Source: an optimization exercise on an open RTL-to-GDS flow (aim: small area, a short achievable clock period and few clock cycles per item). Production flows keep margins and buffers that such runs may drop. No functional check of the RTL was part of any run shown here. Power figures rest on the tool's default switching activity, not on a simulated workload.

## flow/design.v (module list and top-level ports; edited modules follow where they fit)
// module csa_fa: 9 lines
// module csa_ha: 8 lines
// module binary_neuron: 998 lines
module binary_neuron (
    input  logic                    clk,
    input  logic                    reset,
    input  logic                    in_valid,
    output logic                    in_ready,
    input  logic [320:0]            in_req,
    output logic                    out_valid,
    input  logic                    out_ready,
    output logic [9:0]              out_sum
);
  // ...
==> flow/flow/run.sh <==
#!/bin/bash
# The standard layout (standard.sh: ORFS synthesis to final layout), with
# two changes:
#  - the input and output ports are buffered with the smallest buffer,
#    sky130_fd_sc_hd__buf_1, instead of the cell buffer_ports picks by default
#    (clkdlybuf4s50_1); later repair steps may still resize them;
#  - clock tree synthesis adds no dummy loads to the clock tree, and groups
#    the flip-flops into clusters of up to 15 within 75 um for its leaf
#    buffers (instead of searching for a clustering itself).
set -euo pipefail
export BUFFER_PORTS_ARGS="-buffer_cell sky130_fd_sc_hd__buf_1"
export CTS_ARGS="-sink_clustering_enable -repair_clock_nets -buf_list sky130_fd_sc_hd__clkbuf_8 -dont_use_dummy_load -sink_clustering_size 15 -sink_clustering_max_diameter 75"
bash standard.sh > standard_flow.log 2>&1
==> flow/standard.sh <==
#!/bin/bash
# synth_recipe.tcl (not shown) runs the flow's synth.tcl, then flattens the netlist and writes it again
# the make line also repeats each setting of config.mk as NAME=value (left out here)
make -C /OpenROAD-flow-scripts/flow DESIGN_CONFIG=/design/flow/config.mk WORK_HOME=/design/flow/orfs CLKGATE_MAP_FILE= SYNTH_SCRIPT=/design/flow/synth_recipe.tcl "${@:-finish}"
==> flow/config.mk <==
export PLATFORM = sky130hd
export DESIGN_NAME = binary_neuron
export DESIGN_NICKNAME = binary_neuron
export VERILOG_FILES = /design/flow/design.v
export SDC_FILE = /design/flow/constraint.sdc
export NUM_CORES = 4
export LEC_CHECK = 0
export CAP_MARGIN = 20
export CORE_MARGIN = 2
export CORE_UTILIZATION = 40
export CTS_BUF_LIST = sky130_fd_sc_hd__clkbuf_8
export SLEW_MARGIN = 20
export SYNTH_HIERARCHICAL = 1
export SYNTH_MINIMUM_KEEP_SIZE = 0
==> flow/constraint.sdc <==
create_clock -name core_clock -period 6.0 [get_ports {clk}]
set_input_delay 1.2000 -clock core_clock [delete_from_list [all_inputs] [get_ports {clk}]]
set_output_delay 1.2000 -clock core_clock [all_outputs]
set_load 0.01 [all_outputs]
==> flow_summary.json, run 1 <==
{
  "drive_gt1_frac": 0.01982,
  "crit_family": "adder cells",
  "wl_per_cell_um": 17.03,
  "synth_top_family_by_area": "adder cells",
  "critPathCapture": "out_sum[8]$_DFFE_PN_",
  "ys_warn_count": 8,
  "comb-power_mw": 4.16,
  "die_h_um": 198.2,
  "cts_made_buffers": 22,
  "drv_cap": 0,
  "fillers": 3497,
  "num_vias": 9358,
  "regArea_mm2": 0.005906,
  "met3WireLength_um": 1548,
  "crit_buf_inv": 0,
  "hold_slack_ns": 0.3295,
  "p_comb_frac": 0.506,
  "status": "finished clean",
  "vias_per_cell": 4.510,
  "drt-met1-wl_um": 14230,
  "cts_resized": 0,
  "signal_buffers": 336,
  "largest_class": "multi-input combinational cells",
  "clockPowerShare": 0.107,
  "yosys.area_share.simple": 0.1184,
  "setup_viol": 0,
  "synth_seq_cells": 270,
  "crit_fanout": 5
}
==> inputs of run 2 (changes only) <==
--- a/flow/design.v
+++ b/flow/design.v
@@ -215,18 +215,18 @@
     wire q3_61 = ~(in_req[76] ^ (~in_req[3] & (in_req[73] | in_req[74] | in_req[75])));
     wire p1_62 = in_req[70] ^ (~in_req[2] & in_req[69]);
     wire p2_62 = in_req[71] ^ (~in_req[2] & (in_req[69] | in_req[70]));
     wire q3_62 = ~(in_req[72] ^ (~in_req[2] & (in_req[69] | in_req[70] | in_req[71])));
     wire p1_63 = in_req[66] ^ (~in_req[1] & in_req[65]);
     wire p2_63 = in_req[67] ^ (~in_req[1] & (in_req[65] | in_req[66]));
     wire q3_63 = ~(in_req[68] ^ (~in_req[1] & (in_req[65] | in_req[66] | in_req[67])));
     logic r1_s39, r1_s41, r1_s43, r1_s45, r1_s47, r1_s49, r1_s51, r1_s53, r1_s55, r1_s107, r1_c44, r1_c46, r1_c48, r1_c50, r1_c52, r1_c54, r1_c56, r1_s109, r1_s111, r1_s113, r1_s115, r1_s117, r1_s119, r1_s121, r1_s123, r1_s125, r1_s127, r1_s129, r1_s131, r1_s133, r1_s135, r1_c110, r1_c112, r1_c114, r1_c116, r1_c118, r1_c120, r1_c122, r1_s161, r1_s163, r1_s165, r1_s167, r1_s169, r1_s171, r1_s173, r1_s175, r1_s177, r1_s179, r1_s181, r1_s183, r1_s185, r1_s187, r1_s189, r1_s191, r1_s193, r1_s195, r1_s197, r1_s199, r1_s201, r1_c124, r1_c126, r1_c128, r1_c130, r1_c132, r1_c134, r1_c136, r1_s203, r1_s205, r1_s207, r1_s209, r1_s211, r1_s213, r1_s215, r1_s217, r1_c200, r1_c202, r1_s273, r1_s275, r1_s277, r1_s279, r1_s281, r1_s283, r1_s285, r1_s287, r1_s289, r1_s291, r1_s293, r1_s295, r1_s297, r1_s299, r1_s301, r1_s303, r1_s305, r1_s307, r1_s309, r1_s311, r1_s313, r1_c204, r1_c206, r1_c208, r1_c210, r1_c212, r1_c214, r1_c216, r1_c218, r1_s315, r1_s317, r1_s319, r1_s321, r1_s323, r1_s325, r1_s327, r1_c314, r1_c316, r1_c318, r1_c320, r1_c322, r1_c324, r1_c326, r1_c328, r1_s393, r1_s395, r1_s397, r1_s399, r1_s401, r1_s403, r1_s405, r1_c394, r1_c396, r1_c398, r1_c400, r1_c402, r1_c404, r1_c406;
-    logic r2_c160, r2_s261, r2_s263, r2_s265, r2_s267, r2_c264, r2_s371, r2_c266, r2_s373, r2_s375, r2_s377, r2_s379, r2_c268, r2_s381, r2_s425, r2_c372, r2_c374, r2_c376, r2_c378, r2_s427, r2_s429, r2_c380, r2_s431, r2_s433, r2_s435, r2_c382, r2_c430, r2_c432, r2_c434, r2_c436, r2_s463, r2_s465, r2_s467, r2_s483, r2_c464, r2_c466, r2_s485, r2_c468, r2_s497, r2_c498, r2_s63, r2_s157, r2_s159;
-    logic r3_s447, r3_c392, r3_s449, r3_s473, r3_s475, r3_c450, r3_s477, r3_c476, r3_s489, r3_c478, r3_s491, r3_c492, r3_s499, r3_c498, r3_c500, r3_s63, r3_s157, r3_s271, r3_s391, r3_s159;
+    logic r2_s257, r2_s259, r2_c158, r2_c160, r2_s261, r2_s263, r2_s265, r2_s367, r2_s369, r2_c262, r2_c264, r2_s371, r2_c266, r2_s373, r2_s375, r2_s377, r2_s379, r2_s425, r2_c372, r2_c374, r2_c376, r2_c378, r2_s427, r2_s429, r2_c380, r2_s431, r2_s433, r2_s435, r2_c430, r2_c432, r2_c434, r2_c436, r2_s463, r2_s465, r2_s467, r2_s483, r2_c464, r2_c466, r2_s485, r2_c468, r2_c484, r2_c486, r2_s63, r2_s157, r2_s159;
+    logic r3_s447, r3_c392, r3_s449, r3_s475, r3_c448, r3_c450, r3_s477, r3_c476, r3_s489, r3_c478, r3_s491, r3_c492, r3_s499, r3_s63, r3_s157, r3_s271, r3_s391, r3_s503, r3_c504, r3_s159;
     wire s1 = ~(in_req[317] ^ in_req[313]);
     wire c2 = in_req[317] | in_req[313];
     wire s3, c4;
     csa_fa u_s3 (.a(in_req[309]), .b(in_req[305]), .c(in_req[301]), .s(s3), .co(c4));
     wire s5, c6;
     csa_fa u_s5 (.a(in_req[297]), .b(in_req[293]), .c(in_req[289]), .s(s5), .co(c6));
     wire s7, c8;
     csa_fa u_s7 (.a(in_req[285]), .b(in_req[281]), .c(in_req[277]), .s(s7), .co(c8));
@@ -484,21 +484,21 @@
     csa_fa u_s259 (.a(s239), .b(s241), .c(s243), .s(s259), .co(c260));
     wire s261, c262;
     csa_fa u_s261 (.a(s245), .b(c152), .c(c154), .s(s261), .co(c262));
     wire s263, c264;
     csa_fa u_s263 (.a(c156), .b(s247), .c(s249), .s(s263), .co(c264));
     wire s265, c266;
     csa_fa u_s265 (.a(s251), .b(s253), .c(s255), .s(s265), .co(c266));
     wire s267, c268;
-    csa_fa u_s267 (.a(s257), .b(s259), .c(c158), .s(s267), .co(c268));
+    csa_fa u_s267 (.a(r2_s257), .b(r2_s259), .c(r2_c158), .s(s267), .co(c268));
     wire s269, c270;
     csa_fa u_s269 (.a(r2_c160), .b(r2_s261), .c(r2_s263), .s(s269), .co(c270));
     wire s271, c272;
-    csa_fa u_s271 (.a(r2_s265), .b(r2_s267), .c(s269), .s(s271), .co(c272));
+    csa_fa u_s271 (.a(r2_s265), .b(s267), .c(s269), .s(s271), .co(c272));
     wire s273 = ~(q3_0 ^ q3_1);
     wire c274 = q3_0 | q3_1;
     wire s275, c276;
     csa_fa u_s275 (.a(q3_2), .b(q3_3), .c(q3_4), .s(s275), .co(c276));
     wire s277, c278;
     csa_fa u_s277 (.a(q3_5), .b(q3_6), .c(q3_7), .s(s277), .co(c278));
     wire s279, c280;
     csa_fa u_s279 (.a(q3_8), .b(q3_9), .c(q3_10), .s(s279), .co(c280));
@@ -598,27 +598,27 @@
     csa_fa u_s373 (.a(c252), .b(c254), .c(c256), .s(s373), .co(c374));
     wire s375, c376;
     csa_fa u_s375 (.a(c258), .b(c260), .c(s353), .s(s375), .co(c376));
     wire s377, c378;
     csa_fa u_s377 (.a(s355), .b(s357), .c(s359), .s(s377), .co(c378));
     wire s379, c380;
     csa_fa u_s379 (.a(s361), .b(s363), .c(s365), .s(s379), .co(c380));
     wire s381, c382;
-    csa_fa u_s381 (.a(s367), .b(s369), .c(c262), .s(s381), .co(c382));
+    csa_fa u_s381 (.a(r2_s367), .b(r2_s369), .c(r2_c262), .s(s381), .co(c382));
     wire s383, c384;
     csa_fa u_s383 (.a(r2_c264), .b(r2_s371), .c(r2_c266), .s(s383), .co(c384));
     wire s385, c386;
     csa_fa u_s385 (.a(r2_s373), .b(r2_s375), .c(r2_s377), .s(s385), .co(c386));
     wire s387, c388;
-    csa_fa u_s387 (.a(r2_s379), .b(r2_c268), .c(r2_s381), .s(s387), .co(c388));
+    csa_fa u_s387 (.a(r2_s379), .b(c268), .c(c270), .s(s387), .co(c388));
     wire s389, c390;
-    csa_fa u_s389 (.a(c270), .b(s383), .c(s385), .s(s389), .co(c390));
+    csa_fa u_s389 (.a(s381), .b(s383), .c(s385), .s(s389), .co(c390));
     wire s391, c392;
-    csa_fa u_s391 (.a(s387), .b(c272), .c(s389), .s(s391), .co(c392));
+    csa_fa u_s391 (.a(c272), .b(s387), .c(s389), .s(s391), .co(c392));
     wire s393 = ~(c274 ^ c276);
     wire c394 = c274 | c276;
     wire s395, c396;
     csa_fa u_s395 (.a(c278), .b(c280), .c(c282), .s(s395), .co(c396));
     wire s397, c398;
     csa_fa u_s397 (.a(c284), .b(c286), .c(c288), .s(s397), .co(c398));
     wire s399, c400;
     csa_fa u_s399 (.a(c290), .b(c292), .c(c294), .s(s399), .co(c400));
@@ -660,23 +660,23 @@
     csa_fa u_s435 (.a(s419), .b(s421), .c(s423), .s(s435), .co(c436));
     wire s437, c438;
     csa_fa u_s437 (.a(r2_s425), .b(r2_c372), .c(r2_c374), .s(s437), .co(c438));
     wire s439, c440;
     csa_fa u_s439 (.a(r2_c376), .b(r2_c378), .c(r2_s427), .s(s439), .co(c440));
     wire s441, c442;
     csa_fa u_s441 (.a(r2_s429), .b(r2_c380), .c(r2_s431), .s(s441), .co(c442));
     wire s443, c444;
-    csa_fa u_s443 (.a(r2_s433), .b(r2_s435), .c(r2_c382), .s(s443), .co(c444));
+    csa_fa u_s443 (.a(r2_s433), .b(r2_s435), .c(c382), .s(s443), .co(c444));
     wire s445, c446;
-    csa_fa u_s445 (.a(c384), .b(c386), .c(c388), .s(s445), .co(c446));
+    csa_fa u_s445 (.a(c384), .b(c386), .c(s437), .s(s445), .co(c446));
     wire s447, c448;
-    csa_fa u_s447 (.a(s437), .b(s439), .c(s441), .s(s447), .co(c448));
+    csa_fa u_s447 (.a(s439), .b(s441), .c(c388), .s(s447), .co(c448));
     wire s449, c450;
-    csa_fa u_s449 (.a(s443), .b(c390), .c(s445), .s(s449), .co(c450));
+    csa_fa u_s449 (.a(c390), .b(s443), .c(s445), .s(s449), .co(c450));
     wire s451, c452;
     csa_fa u_s451 (.a(r3_s447), .b(r3_c392), .c(r3_s449), .s(s451), .co(c452));
     wire s453 = ~(r1_c394 ^ r1_c396);
     wire c454 = r1_c394 | r1_c396;
     wire s455, c456;
     csa_fa u_s455 (.a(r1_c398), .b(r1_c400), .c(r1_c402), .s(s455), .co(c456));
     wire s457, c458;
     csa_fa u_s457 (.a(r1_c404), .b(r1_c406), .c(c408), .s(s457), .co(c458));
@@ -692,46 +692,46 @@
     csa_fa u_s467 (.a(s459), .b(s461), .c(c428), .s(s467), .co(c468));
     wire s469, c470;
     csa_fa u_s469 (.a(r2_c430), .b(r2_c432), .c(r2_c434), .s(s469), .co(c470));
     wire s471, c472;
     csa_fa u_s471 (.a(r2_c436), .b(r2_s463), .c(r2_s465), .s(s471), .co(c472));
     wire s473, c474;
     csa_fa u_s473 (.a(r2_s467), .b(c438), .c(c440), .s(s473), .co(c474));
     wire s475, c476;
-    csa_fa u_s475 (.a(c442), .b(c444), .c(s469), .s(s475), .co(c476));
+    csa_fa u_s475 (.a(c442), .b(s469), .c(s471), .s(s475), .co(c476));
     wire s477, c478;
-    csa_fa u_s477 (.a(s471), .b(c446), .c(c448), .s(s477), .co(c478));
+    csa_fa u_s477 (.a(c444), .b(c446), .c(s473), .s(s477), .co(c478));
     wire s479, c480;
-    csa_fa u_s479 (.a(r3_s473), .b(r3_s475), .c(r3_c450), .s(s479), .co(c480));
+    csa_fa u_s479 (.a(r3_s475), .b(r3_c448), .c(r3_c450), .s(s479), .co(c480));
     wire s481, c482;
     csa_fa u_s481 (.a(r3_s477), .b(c452), .c(s479), .s(s481), .co(c482));
     wire s483 = ~(c454 ^ c456);
     wire c484 = c454 | c456;
     wire s485, c486;
     csa_fa u_s485 (.a(c458), .b(c460), .c(c462), .s(s485), .co(c486));
     wire s487, c488;
     csa_fa u_s487 (.a(r2_s483), .b(r2_c464), .c(r2_c466), .s(s487), .co(c488));
     wire s489, c490;
     csa_fa u_s489 (.a(r2_s485), .b(r2_c468), .c(c470), .s(s489), .co(c490));
     wire s491, c492;
     csa_fa u_s491 (.a(c472), .b(s487), .c(c474), .s(s491), .co(c492));
     wire s493, c494;
     csa_fa u_s493 (.a(r3_c476), .b(r3_s489), .c(r3_c478), .s(s493), .co(c494));
     wire s495, c496;
     csa_fa u_s495 (.a(r3_s491), .b(c480), .c(s493), .s(s495), .co(c496));
-    wire s497 = ~(c484 ^ c486);
-    wire c498 = c484 | c486;
+    wire s497 = ~(r2_c484 ^ r2_c486);
+    wire c498 = r2_c484 | r2_c486;
     wire s499, c500;
-    csa_fa u_s499 (.a(r2_s497), .b(c488), .c(c490), .s(s499), .co(c500));
+    csa_fa u_s499 (.a(c488), .b(s497), .c(c490), .s(s499), .co(c500));
     wire s501, c502;
     csa_fa u_s501 (.a(r3_c492), .b(r3_s499), .c(c494), .s(s501), .co(c502));
-    wire s503 = ~(r3_c498 ^ r3_c500);
-    wire c504 = r3_c498 | r3_c500;
-    wire [9:0] row_a = {c504, s503, c496, c482, s481, s451, r3_s391, r3_s271, r3_s157, r3_s63};
+    wire s503 = ~(c498 ^ c500);
+    wire c504 = c498 | c500;
+    wire [9:0] row_a = {r3_c504, r3_s503, c496, c482, s481, s451, r3_s391, r3_s271, r3_s157, r3_s63};
     wire [9:0] row_b = {1'b0, c502, s501, s495, 1'b0, 1'b0, 1'b0, 1'b0, r3_s159, 1'b0};
     wire [9:0] total = row_a + row_b;
     logic         accept, pop;
     logic [4:0] pending, pending_next;
     assign accept = in_valid && in_ready;
     assign pop    = out_valid && out_ready;
     always_comb begin
         case ({accept, pop})
@@ -889,80 +889,82 @@
         r1_c396 <= c396;
         r1_c398 <= c398;
         r1_c400 <= c400;
         r1_c402 <= c402;
         r1_c404 <= c404;
         r1_c406 <= c406;
     end
     always_ff @(posedge clk) begin
+        r2_s257 <= s257;
+        r2_s259 <= s259;
+        r2_c158 <= c158;
         r2_c160 <= c160;
         r2_s261 <= s261;
         r2_s263 <= s263;
         r2_s265 <= s265;
-        r2_s267 <= s267;
+        r2_s367 <= s367;
+        r2_s369 <= s369;
+        r2_c262 <= c262;
         r2_c264 <= c264;
         r2_s371 <= s371;
         r2_c266 <= c266;
         r2_s373 <= s373;
         r2_s375 <= s375;
         r2_s377 <= s377;
         r2_s379 <= s379;
-        r2_c268 <= c268;
-        r2_s381 <= s381;
         r2_s425 <= s425;
         r2_c372 <= c372;
         r2_c374 <= c374;
         r2_c376 <= c376;
         r2_c378 <= c378;
         r2_s427 <= s427;
         r2_s429 <= s429;
         r2_c380 <= c380;
         r2_s431 <= s431;
         r2_s433 <= s433;
         r2_s435 <= s435;
-        r2_c382 <= c382;
         r2_c430 <= c430;
         r2_c432 <= c432;
         r2_c434 <= c434;
         r2_c436 <= c436;
         r2_s463 <= s463;
         r2_s465 <= s465;
         r2_s467 <= s467;
         r2_s483 <= s483;
         r2_c464 <= c464;
         r2_c466 <= c466;
         r2_s485 <= s485;
         r2_c468 <= c468;
-        r2_s497 <= s497;
-        r2_c498 <= c498;
+        r2_c484 <= c484;
+        r2_c486 <= c486;
         r2_s63 <= s63;
         r2_s157 <= s157;
         r2_s159 <= s159;
     end
     always_ff @(posedge clk) begin
         r3_s447 <= s447;
         r3_c392 <= c392;
         r3_s449 <= s449;
-        r3_s473 <= s473;
         r3_s475 <= s475;
+        r3_c448 <= c448;
         r3_c450 <= c450;
         r3_s477 <= s477;
         r3_c476 <= c476;
         r3_s489 <= s489;
         r3_c478 <= c478;
         r3_s491 <= s491;
         r3_c492 <= c492;
         r3_s499 <= s499;
-        r3_c498 <= r2_c498;
-        r3_c500 <= c500;
         r3_s63 <= r2_s63;
         r3_s157 <= r2_s157;
         r3_s271 <= s271;
         r3_s391 <= s391;
+        r3_s503 <= s503;
+        r3_c504 <= c504;
         r3_s159 <= r2_s159;
     end
     logic [9:0]      q_data [0:3];
     logic [3:0]    q_wr, q_rd, q_occ;
     logic [9:0]      q_head;
     logic            q_empty;
     logic            result;        
     logic            head_load;     
==> run 2 against run 1 <==
  * Still clean on timing, DRC and antenna
  * Sequential power is essentially flat
  * Clock-buffer cell count is the same
  * Cell area grew 0.20%
  * Cell count is essentially flat
  * Non-clock buffer count is the same
  * First-iteration DRC count grew 1.0%
  * Via count grew 0.11%
  * Highest routed layer unchanged
==> flow_summary.json, run 2 <==
{
  "status": "finished clean",
  "route.detailed.drc": 0,
  "synth_cells": 1215,
  "cts_tree": "built",
  "grt_busiest_layer": "met2",
  "grt_pass1_vias": 9931,
  "firstDrtPassIters": 4,
  "rows": 71,
  "reg2reg_slack_ns": 3.22,
  "nets": 2148,
  "synth_most_common_cell": "fa_1",
  "n_antenna_cell": 0,
  "r2r-start": "r3_c476$_DFF_P_",
  "grt_start_max_net_pins": 23,
  "ys_types": 40,
  "ys_warn_count": 8,
  "clk_pin_slew_ns": 0.09,
  "die_area_mm2": 0.03936,
  "clockBufferDepth": 3,
  "crit_fanout": 5,
  "yosysTopAreaCell": "fa_1",
  "finalMaxSlewViolations": 0,
  "reg_top3": "q_data (40), out_sum (10), pending (5)",
  "tightestPinTransition_ns": 1.007,
  "r2r-end": "out_sum[9]$_DFFE_PN_",
  "final_common_cell": "buf_1",
  "synth_edf_count": 50,
  "min_period_over_period": 0.4641,
  "synth_async_sr_flop_share": 0,
  "vias_per_cell": 4.519,
  "required_ns": 6.39,
  "finalHoldViolCount": 0,
  "drt_iter0_drc": 293,
  "die_w_um": 198.4,
  "clock_latency_ns": 0.55,
  "cp.arrival_ns": 3.17,
  "ios": 337,
  "grt_use_met1": 0.2274,
  "synth-main-ff-cell": "dfxtp_1",
  "syn_area_mm2": 0.01512,
  "root_buffer": "clkbuf_8",
  "p_comb_frac": 0.502,
  "final_antenna_net_count": 0,
  "wl_um": 35210,
  "clock-sinks": 272,
  "switching_share": 0.3892,
  "dp_cells": 2051,
  "whs_path_depth": 0,
  "ys_top_cells_by_area": "fa_1 32%, dfxtp_1 29%, edfxtp_1 9.9%",
  "design_area_mm2": 0.01726,
  "drive_gt1_frac": 0.02113,
  "post_cts_buffers": 0,
  "layout.cells.non_filler": 2073,
  "max-slew-margin-rel": 0.3284,
  "core_area_mm2": 0.03740,
  "drv_cap": 0,
  "largest_reg_flops": 40,
  "place_hpwl_um": 30650,
  "area_growth_pct": 14.19,
  "grtUsageMet3": 0.01950,
  "regMostFlops": "q_data",
  "initial_core_util": 0.4042,
  "place_area_mm2": 0.01696,
  "setup_viol": 0,
  "gp_congestion": 0.8504,
  "clockPowerShare": 0.107,
  "synth_common_cells": "243 x fa_1, 222 x dfxtp_1, 215 x nor2_1",
  "start_kind": "flip-flop",
  "rsz0062_at_grt": "no",
  "ff2ff_path_depth": 7,
  "finalPower_mw": 8.185,
  "grt_use_total": 0.1836,
  "wl_per_cell_um": 16.98,
  "p_per_area_mw_per_mm2": 474.2,
  "path_class": "flip-flop to flip-flop",
  "synth_seq_cells": 272,
  "htreeDepth": 1,
  "grt.overflow.total": 0,
  "num_vias": 9368,
  "endpoint_kind": "flip-flop",
  "layout_common_cells": "336 x buf_1, 243 x fa_1, 222 x dfxtp_1, 215 x nor2_1, 131 x xnor2_1",
  "cts_resized": 0,
  "clock_skew_ns": 0.06330,
  "fin_crit_ns": 2.784,
  "seq_power_share": 0.391,
  "hold_start": "r2_s63$_DFF_P_",
  "hold_slack_ns": 0.3333,
  "vdd_ir_drop_max_mv": 0.3092,
  "p_leak_nw": 6.292,
  "portBuffers": 336,
  "setup_tns_ns": 0,
  "max_freq_mhz": 359.1,
  "use_met2": 0.3465,
  "die_h_um": 198.4,
  "hp-class": "flip-flop to flip-flop",
  "synth.avg_cell_area_um2": 12.44,
  "p_sw_mw": 3.186,
  "cts_made_buffers": 22,
  "synth_top_cell_area_share": 0.3218,
  "ys_seq_area_frac": 0.3933,
  "antenna_found_initial": 0,
  "p_int_mw": 4.999,
  "hold_buffers": 0,
  "min_to": "r3_s63$_DFF_P_",
  "grt_first_pass_wirelength_um": 54000,
  "synth_nets": 1799
}
-- run 2: cell types whose count changed after synthesis, moves of 2 or more --
cell       before  now
inv_1          29   31
buf_2           2    0
a2111oi_0       2    0
nand3_1        12    9
xor2_1         66   68
nor2_1        220  215
xnor2_1       133  131
dfxtp_1       220  222
-- run 2: power groups by stage --
stage / clock network, mW / logic, mW / registers [mW]
after floorplan: 0 / 2.59 / 3.14
after global placement: 0 / 4.07 / 3.26
after detailed placement: 0 / 4.18 / 3.26
after CTS: 0.916 / 4.20 / 3.23
after global routing: 0.978 / 4.75 / 3.27
final: 0.875 / 4.11 / 3.20
-- run 2: worst max path at each step --
stage,from,end,slack (ns),cells past startpoint
after floorplan,in_req[298],r1_s395$_DFF_P_,3.40,5
after global placement,in_req[97],r1_s135$_DFF_P_,2.84,5
final,r3_c476$_DFF_P_,out_sum[9]$_DFFE_PN_,3.22,7
after CTS,r3_c476$_DFF_P_,out_sum[9]$_DFFE_PN_,3.20,7
after detailed placement,in_req[97],r1_s135$_DFF_P_,2.81,5
after global routing,r3_c476$_DFF_P_,out_sum[9]$_DFFE_PN_,3.06,7
-- run 2: final cells by class --
cell class                 instances  area (µm²)
clock buffer                      22       302.8
fill                            3510       20140
inverter                          33       123.9
multi-input combinational        899        8987
sequential                       272        5946
tap                              511       639.4
timing repair buffer             336        1261
-- run 2: metrics by stage --
stage,setup slack (ns),utilization
CTS,3.196,0.4615
finish,3.216,0.4615
floorplan,3.397,-
global route,3.056,0.4615
global placement,2.836,0.4534
detailed placement,2.806,0.4534
-- run 2: cell families (layout without fill, tap and decap cells) --
logic type / after synthesis / after routing / synth area share
AND/OR/NAND/NOR: 382 / 382 / 0.1159
flip-flops: 272 / 272 / 0.3933
adder cells (fa/ha/maj): 259 / 259 / 0.3351
XOR/XNOR: 199 / 199 / 0.1153
AO/OA/AOI/OAI: 54 / 54 / 0.02483
buffers and inverters: 44 / 391 / 0.01208
multiplexers: 5 / 5 / 0.003477
-- run 2: worst max-delay path, cell delays in order (launching register included) --
cell and delay, ns:
dfxtp_1 0.33, fa_1 0.56, fa_1 0.42, ha_1 0.36, nand4_1 0.12, o221ai_1 0.20
xor2_1 0.39, mux2_2 0.25
-- run 2: modules after synthesis (local to each module, per instance) --
module	cells inside	flip-flops and latches	copies in the design	cell area, µm²
binary_neuron	972	272	1	10250
csa_fa	1	0	243	20.02
-- run 2: per-layer routing --
metal / vias up / share of wire / wire (µm)
li1: 4556 / - / -
met1: 4556 / 0.41 / 14370
met2: 216 / 0.54 / 18930
met3: 40 / 0.036 / 1254
met4: 0 / 0.019 / 653
met5: - / 0 / 0

[afterwards: timing with drivers on the ports]
In the flow no input, the clock included, has a driving cell. The finished layouts below were timed again as built, in two steps. Step 1 assumes that a clkbuf_16 drives the clock port and a buf_2 every other input. Step 2 times the ports against the registers' clock, not the clock port: input delays grow and output delays shrink by t, the midpoint of the rising clock arrivals with the driver on. a / b / c = ideal / step 1 / step 2; a / b = the first two.
| run | t (ns) | setup WS [ns] | slew at the worst register clock pin (ns) | worst slew at a driven data input, ns | pins driven straight from the clock port |
|---|---|---|---|---|---|
| run 1 | 0.564 | 3.269 / 3.269 / 2.998 | 0.10 / 0.10 | 0.07 | 1 |
| run 2 | 0.566 | 3.216 / 3.216 / 2.934 | 0.10 / 0.10 | 0.07 | 1 |
After both steps every run listed still meets setup and hold. The setup slack of run 2, which loses most, moves by 0.000 ns with the drivers and by -0.282 ns with both steps.
